This is an optimization exercise on Yosys and OpenROAD, whose aim is small area, a short achievable clock period and few clock cycles, not a production implementation. RTL that was checked went through simulation tests only; none was proved equivalent to the original. Power is estimated from default activity; no workload was simulated.

Setup of rev 12:
==> flow/design.v <==
package rpvd_pkg;
    localparam int COLUMN_BITS    = 12;
    localparam int ROW_BITS       = 12;
    localparam int VALUE_BITS     = 32;
    localparam int THRESHOLD_BITS = 31;
    localparam int BOUND_BITS     = 32;
    localparam int CFG_INDEX_BITS = 3;
    localparam int CFG_DATA_BITS  = 32;
    typedef enum logic [CFG_INDEX_BITS-1:0] {
        REG_THRESHOLD          = 3'd0,
        REG_PEAK_GATE_ENABLE   = 3'd1,
        REG_PEAK_FLOOR         = 3'd2,
        REG_VALLEY_GATE_ENABLE = 3'd3,
        REG_VALLEY_CEILING     = 3'd4
    } cfg_reg_t;
    typedef struct packed {
        logic [THRESHOLD_BITS-1:0] threshold;
        logic                      peak_gate_enable;
        logic [BOUND_BITS-1:0]     peak_floor;
        logic                      valley_gate_enable;
        logic [BOUND_BITS-1:0]     valley_ceiling;
    } cfg_t;
    typedef struct packed {
        logic                   is_valley;
        logic [COLUMN_BITS-1:0] column;
        logic [ROW_BITS-1:0]    row;
        logic [VALUE_BITS-1:0]  value;
    } result_t;
endpackage
module rpvd_cfg (
    input  logic                                clk,
    input  logic                                rst_n,
    input  logic                                cfg_valid,
    output logic                                cfg_ready,
    input  logic [rpvd_pkg::CFG_INDEX_BITS-1:0] cfg_index,
    input  logic [rpvd_pkg::CFG_DATA_BITS-1:0]  cfg_data,
    output rpvd_pkg::cfg_t                      cfg
);
    rpvd_pkg::cfg_t cfg_reg;
    logic [rpvd_pkg::CFG_DATA_BITS-1:0] data;
    logic           write;
    assign cfg_ready = 1'b1;
    assign cfg       = cfg_reg;
    assign data      = rst_n ? cfg_data : '0;
    assign write     = !rst_n || cfg_valid;
    always_ff @(posedge clk)
    begin
        if (write && (!rst_n || cfg_index == rpvd_pkg::REG_THRESHOLD))
            cfg_reg.threshold <= data[rpvd_pkg::THRESHOLD_BITS-1:0];
        if (write && (!rst_n || cfg_index == rpvd_pkg::REG_PEAK_GATE_ENABLE))
            cfg_reg.peak_gate_enable <= data[0];
        if (write && (!rst_n || cfg_index == rpvd_pkg::REG_PEAK_FLOOR))
            cfg_reg.peak_floor <= data[rpvd_pkg::BOUND_BITS-1:0];
        if (write && (!rst_n || cfg_index == rpvd_pkg::REG_VALLEY_GATE_ENABLE))
            cfg_reg.valley_gate_enable <= data[0];
        if (write && (!rst_n || cfg_index == rpvd_pkg::REG_VALLEY_CEILING))
            cfg_reg.valley_ceiling <= data[rpvd_pkg::BOUND_BITS-1:0];
    end
endmodule
module rpvd_core (
    input  logic                             clk,
    input  logic                             rst_n,
    input  logic                             sample_valid,
    output logic                             sample_ready,
    input  logic [31:0]                      sample,
    input  logic                             row_start,
    input  logic                             frame_start,
    input  rpvd_pkg::cfg_t                   cfg,
    output logic                             result_valid,
    input  logic                             result_ready,
    output logic                             is_valley,
    output logic [rpvd_pkg::COLUMN_BITS-1:0] column,
    output logic [rpvd_pkg::ROW_BITS-1:0]    row,
    output logic [rpvd_pkg::VALUE_BITS-1:0]  value
);
    logic               in_valid_reg, skid_valid_reg, ready_reg;
    logic signed [31:0] in_s, skid_s;
    logic               in_rs, in_fs, skid_rs, skid_fs;
    logic signed [31:0] a_value_reg, b_value_reg;
    logic [11:0]        a_column_reg, b_column_reg;
    logic [11:0]        column_reg, row_reg;
    logic               seek_reg;
    logic               result_valid_reg;
    logic               stall, consume, in_load, accept;
    logic               line_start;
    logic [11:0]        column_next, row_next;
    logic               beyond_a, beyond_b;
    logic               hit, gate_ok, event_valid;
    assign stall        = result_valid_reg && !result_ready;
    assign consume      = in_valid_reg && !stall;
    assign in_load      = !in_valid_reg || !stall;
    assign sample_ready = ready_reg;
    assign accept       = sample_valid && !skid_valid_reg;
    always_ff @(posedge clk or negedge rst_n)
    begin
        if (!rst_n)
        begin
            in_valid_reg   <= 1'b0;
            skid_valid_reg <= 1'b0;
            ready_reg      <= 1'b1;
        end
        else if (in_load)
        begin
            in_valid_reg   <= skid_valid_reg || accept;
            skid_valid_reg <= 1'b0;
            ready_reg      <= 1'b1;
        end
        else if (accept)
        begin
            skid_valid_reg <= 1'b1;
            ready_reg      <= 1'b0;
        end
    end
    always_ff @(posedge clk)
    begin
        if (in_load)
        begin
            if (skid_valid_reg)
            begin
                in_s  <= skid_s;
                in_rs <= skid_rs;
                in_fs <= skid_fs;
            end
            else
            begin
                in_s  <= sample;
                in_rs <= row_start;
                in_fs <= frame_start;
            end
        end
        if (!skid_valid_reg)
        begin
            skid_s  <= sample;
            skid_rs <= row_start;
            skid_fs <= frame_start;
        end
    end
    assign line_start = in_rs || in_fs;
    always_comb
    begin
        if (line_start)
            column_next = '0;
        else if (column_reg != 12'hFFF)
            column_next = column_reg + 1'b1;
        else
            column_next = column_reg;
        if (in_fs)
            row_next = '0;
        else if (in_rs && row_reg != 12'hFFF)
            row_next = row_reg + 1'b1;
        else
            row_next = row_reg;
    end
    function automatic logic carry_out(input logic [63:0] g_in, input logic [63:0] p_in);
        logic [63:0] g, p;
        g = g_in;
        p = p_in;
        for (int w = 1; w < 64; w = w * 2)
        begin
            for (int i = 0; i + w < 64; i = i + 2 * w)
            begin
                g[i] = g[i + w] | (p[i + w] & g[i]);
                p[i] = p[i + w] & p[i];
            end
        end
        carry_out = g[0];
    endfunction
    function automatic logic [1:0] order(input logic [31:0] x, input logic [31:0] y);
        logic [31:0] lt, gt;
        lt = ~x & y;
        gt = x & ~y;
        lt[31] = x[31] & ~y[31];
        gt[31] = ~x[31] & y[31];
        for (int w = 1; w < 32; w = w * 2)
        begin
            for (int i = 0; i + w < 32; i = i + 2 * w)
            begin
                lt[i] = lt[i + w] | (~gt[i + w] & lt[i]);
                gt[i] = gt[i + w] | (~lt[i + w] & gt[i]);
            end
        end
        order = {lt[0], gt[0]};
    endfunction
    function automatic logic less(input logic [31:0] x, input logic [31:0] y);
        logic [31:0] xu, yu;
        logic [63:0] g, p;
        xu = x ^ 32'h8000_0000;
        yu = y ^ 32'h8000_0000;
        g  = {32'h0000_0000, ~xu & yu};
        p  = {32'hFFFF_FFFF, ~xu | yu};
        less = carry_out(g, p);
    endfunction
    function automatic logic [1:0] hysteresis(input logic [31:0] x, input logic [30:0] t,
                                              input logic [31:0] y);
        logic [33:0] xe, te, ye, sum, cx, cy;
        logic [63:0] g, p, h, q;
        xe  = {{2{x[31]}}, x};
        te  = {3'b000, t};
        ye  = {{2{y[31]}}, y};
        sum = xe ^ te ^ ~ye;
        cx  = {(xe[32:0] & te[32:0]) | (xe[32:0] & ~ye[32:0]) | (te[32:0] & ~ye[32:0]), 1'b1};
        cy  = {(ye[32:0] & te[32:0]) | (ye[32:0] & ~xe[32:0]) | (te[32:0] & ~xe[32:0]), 1'b1};
        g   = {31'h0, sum[32:0] & cx[32:0]};
        p   = {31'h7FFF_FFFF, sum[32:0] | cx[32:0]};
        h   = {31'h0, sum[32:0] & cy[32:0]};
        q   = {31'h7FFF_FFFF, sum[32:0] | cy[32:0]};
        hysteresis = {sum[33] ^ cx[33] ^ carry_out(g, p), sum[33] ^ cy[33] ^ carry_out(h, q)};
    endfunction
    logic [1:0]  order_a, order_b;
    logic        peak_cond, valley_cond;
    logic [31:0] k_lo, k_hi;
    assign order_a     = order(in_s, a_value_reg);
    assign order_b     = order(in_s, b_value_reg);
    assign beyond_a    = seek_reg ? order_a[0] : order_a[1];
    assign beyond_b    = seek_reg ? order_b[1] : order_b[0];
    assign {peak_cond, valley_cond} = hysteresis(in_s, cfg.threshold, a_value_reg);
    assign hit         = !line_start && (seek_reg ? peak_cond : valley_cond);
    assign k_lo = seek_reg ? cfg.peak_floor : a_value_reg;
    assign k_hi = seek_reg ? a_value_reg : cfg.valley_ceiling;
    assign gate_ok  = (a_column_reg != '0)
                      && ((seek_reg ? !cfg.peak_gate_enable : !cfg.valley_gate_enable)
                          || less(k_lo, k_hi));
    assign event_valid = consume && hit && gate_ok;
    always_ff @(posedge clk or negedge rst_n)
    begin
        if (!rst_n)
        begin
            a_value_reg  <= '0;
            a_column_reg <= '0;
            b_value_reg  <= '0;
            b_column_reg <= '0;
            column_reg   <= '0;
            row_reg      <= '0;
            seek_reg     <= 1'b1;
        end
        else if (consume)
        begin
            column_reg <= column_next;
            row_reg    <= row_next;
            if (in_fs)
                seek_reg <= 1'b1;
            else if (hit)
                seek_reg <= !seek_reg;
            if (line_start || beyond_a || hit)
            begin
                a_value_reg  <= in_s;
                a_column_reg <= column_next;
            end
            if (hit)
            begin
                b_value_reg  <= a_value_reg;
                b_column_reg <= a_column_reg;
            end
            else if (line_start || beyond_b)
            begin
                b_value_reg  <= in_s;
                b_column_reg <= column_next;
            end
        end
    end
    always_ff @(posedge clk or negedge rst_n)
    begin
        if (!rst_n)
            result_valid_reg <= 1'b0;
        else if (!stall)
            result_valid_reg <= event_valid;
    end
    assign result_valid = result_valid_reg;
    assign is_valley    = seek_reg;
    assign column       = b_column_reg;
    assign row          = row_reg;
    assign value        = b_value_reg;
endmodule
module row_peak_valley_detector #(
    parameter int MAX_COLUMNS = 4096,
    parameter int MAX_ROWS    = 4096,
    parameter int SAMPLE_BITS = 32
) (
    input  logic                                clk,
    input  logic                                rst_n,
    input  logic                                cfg_valid,
    output logic                                cfg_ready,
    input  logic [rpvd_pkg::CFG_INDEX_BITS-1:0] cfg_index,
    input  logic [rpvd_pkg::CFG_DATA_BITS-1:0]  cfg_data,
    input  logic                                sample_valid,
    output logic                                sample_ready,
    input  logic [SAMPLE_BITS-1:0]              sample,
    input  logic                                row_start,
    input  logic                                frame_start,
    output logic                                result_valid,
    input  logic                                result_ready,
    output logic                                is_valley,
    output logic [rpvd_pkg::COLUMN_BITS-1:0]    column,
    output logic [rpvd_pkg::ROW_BITS-1:0]       row,
    output logic [rpvd_pkg::VALUE_BITS-1:0]     value
);
    rpvd_pkg::cfg_t cfg;
    rpvd_cfg u_cfg (
        .clk       (clk),
        .rst_n     (rst_n),
        .cfg_valid (cfg_valid),
        .cfg_ready (cfg_ready),
        .cfg_index (cfg_index),
        .cfg_data  (cfg_data),
        .cfg       (cfg)
    );
    rpvd_core u_core (
        .clk          (clk),
        .rst_n        (rst_n),
        .sample_valid (sample_valid),
        .sample_ready (sample_ready),
        .sample       (sample),
        .row_start    (row_start),
        .frame_start  (frame_start),
        .cfg          (cfg),
        .result_valid (result_valid),
        .result_ready (result_ready),
        .is_valley    (is_valley),
        .column       (column),
        .row          (row),
        .value        (value)
    );
endmodule
clock: 10.0 ns
lec_check: 0
cap_margin: 20
core_margin: 2
core_utilization: 40
place_density: 0.6
setup_slack_margin: 0.5
slew_margin: 20
standard.sh (not shown) runs the stock make flow with config.mk's settings and CLKGATE_MAP_FILE= SYNTH_SCRIPT=/design/flow/synth_recipe.tcl, a recipe that flattens the netlist after the stock synthesis.
==> flow/flow/run.sh <==
#!/bin/bash
# The standard layout (standard.sh), with these changes:
# - timing repair aims for a setup slack of 6.7 ns (a 10 ns clock, so about 3.3 ns);
# - the port buffers are plain sky130_fd_sc_hd__buf_1 cells;
# - the clock tree clusters up to 30 flip-flops per leaf buffer.
# The full output of the ORFS make run goes to flow.log.
bash standard.sh SETUP_SLACK_MARGIN=6.7 "BUFFER_PORTS_ARGS=-buffer_cell sky130_fd_sc_hd__buf_1" CTS_CLUSTER_SIZE=30 CTS_CLUSTER_DIAMETER=80  finish > flow.log 2>&1
Testbench counts of rev 12, summed over its fixed seeds: cycles 64,112.
Input-level comparison between rev 13 and rev 12:
--- a/flow/design.v
+++ b/flow/design.v
@@ -81,6 +81,7 @@
     logic [11:0]        column_reg, row_reg;
     logic               seek_reg;
     logic               result_valid_reg;
+    logic               is_valley_reg;
     logic               stall, consume, in_load, accept;
     logic               line_start;
     logic [11:0]        column_next, row_next;
@@ -261,12 +262,19 @@
     always_ff @(posedge clk or negedge rst_n)
     begin
         if (!rst_n)
+        begin
             result_valid_reg <= 1'b0;
+            is_valley_reg    <= 1'b0;
+        end
         else if (!stall)
+        begin
             result_valid_reg <= event_valid;
+            if (event_valid)
+                is_valley_reg <= !seek_reg;
+        end
     end
     assign result_valid = result_valid_reg;
-    assign is_valley    = seek_reg;
+    assign is_valley    = is_valley_reg;
     assign column       = b_column_reg;
     assign row          = row_reg;
     assign value        = b_value_reg;
## What came out
- Rev 13 went all the way through synthesis, placement and routing and the layout is clean on timing, DRC and antenna.
- Compared with rev 12, rev 13 shows a vias per cell that is about 2% higher.
- Max clock power across rev 12 and rev 13: rev 12
- Delta (rev 13 minus rev 12): synthesized area went down; utilization after layout went up.
- Overall power (rev 13 over rev 12): decrease, 0.21 mW
- Synthesized-area fraction occupied by and/or/nand/nor cells delta for rev 13 relative to rev 12: 1.0 points lower
- Routed wire in rev 13 totals more than in rev 12.
- The clock-buffer cell count of rev 13 exceeds that of rev 12 by about 10%.
- Comparing rev 12 and rev 13, the lower hold slack was measured on rev 13.
- Maximum cell stage delay along the critical path in rev 13 is 110 ps higher than in rev 12
- Of rev 12 and rev 13, the lower clock net sink count belongs to rev 12.
The RTL of rev 13 was laid out without a check of its function.

## re-timing with driven ports
Ports are ideal in the flow. The routed layouts listed here were re-timed in OpenROAD. Step 1 (the two cells are an assumption about what drives the block):
set clk [get_ports {clk}]
set_driving_cell -lib_cell sky130_fd_sc_hd__clkbuf_16 $clk
set_driving_cell -lib_cell sky130_fd_sc_hd__buf_2 [delete_from_list [all_inputs] $clk]
Step 2 times the ports against the registers' clock, not the clock port: input delays grow and output delays shrink by t, the midpoint of the rising clock arrivals with the driver on. Three values: no drivers, after step 1, after step 2; two values: the first two.
run	shift t [ns]	slack for setup (ns)	hold WS [ns]	cell pins on the clock port's net
rev 12	0.579	6.520 / 6.520 / 6.287	0.479 / 0.479 / 0.479	1
rev 13	0.574	6.298 / 6.298 / 6.298	0.476 / 0.476 / 0.476	1
After both steps setup and hold are still met in every run listed. For rev 12, which loses most, drivers alone change the setup slack by 0.000 ns; drivers and shift together by -0.233 ns.
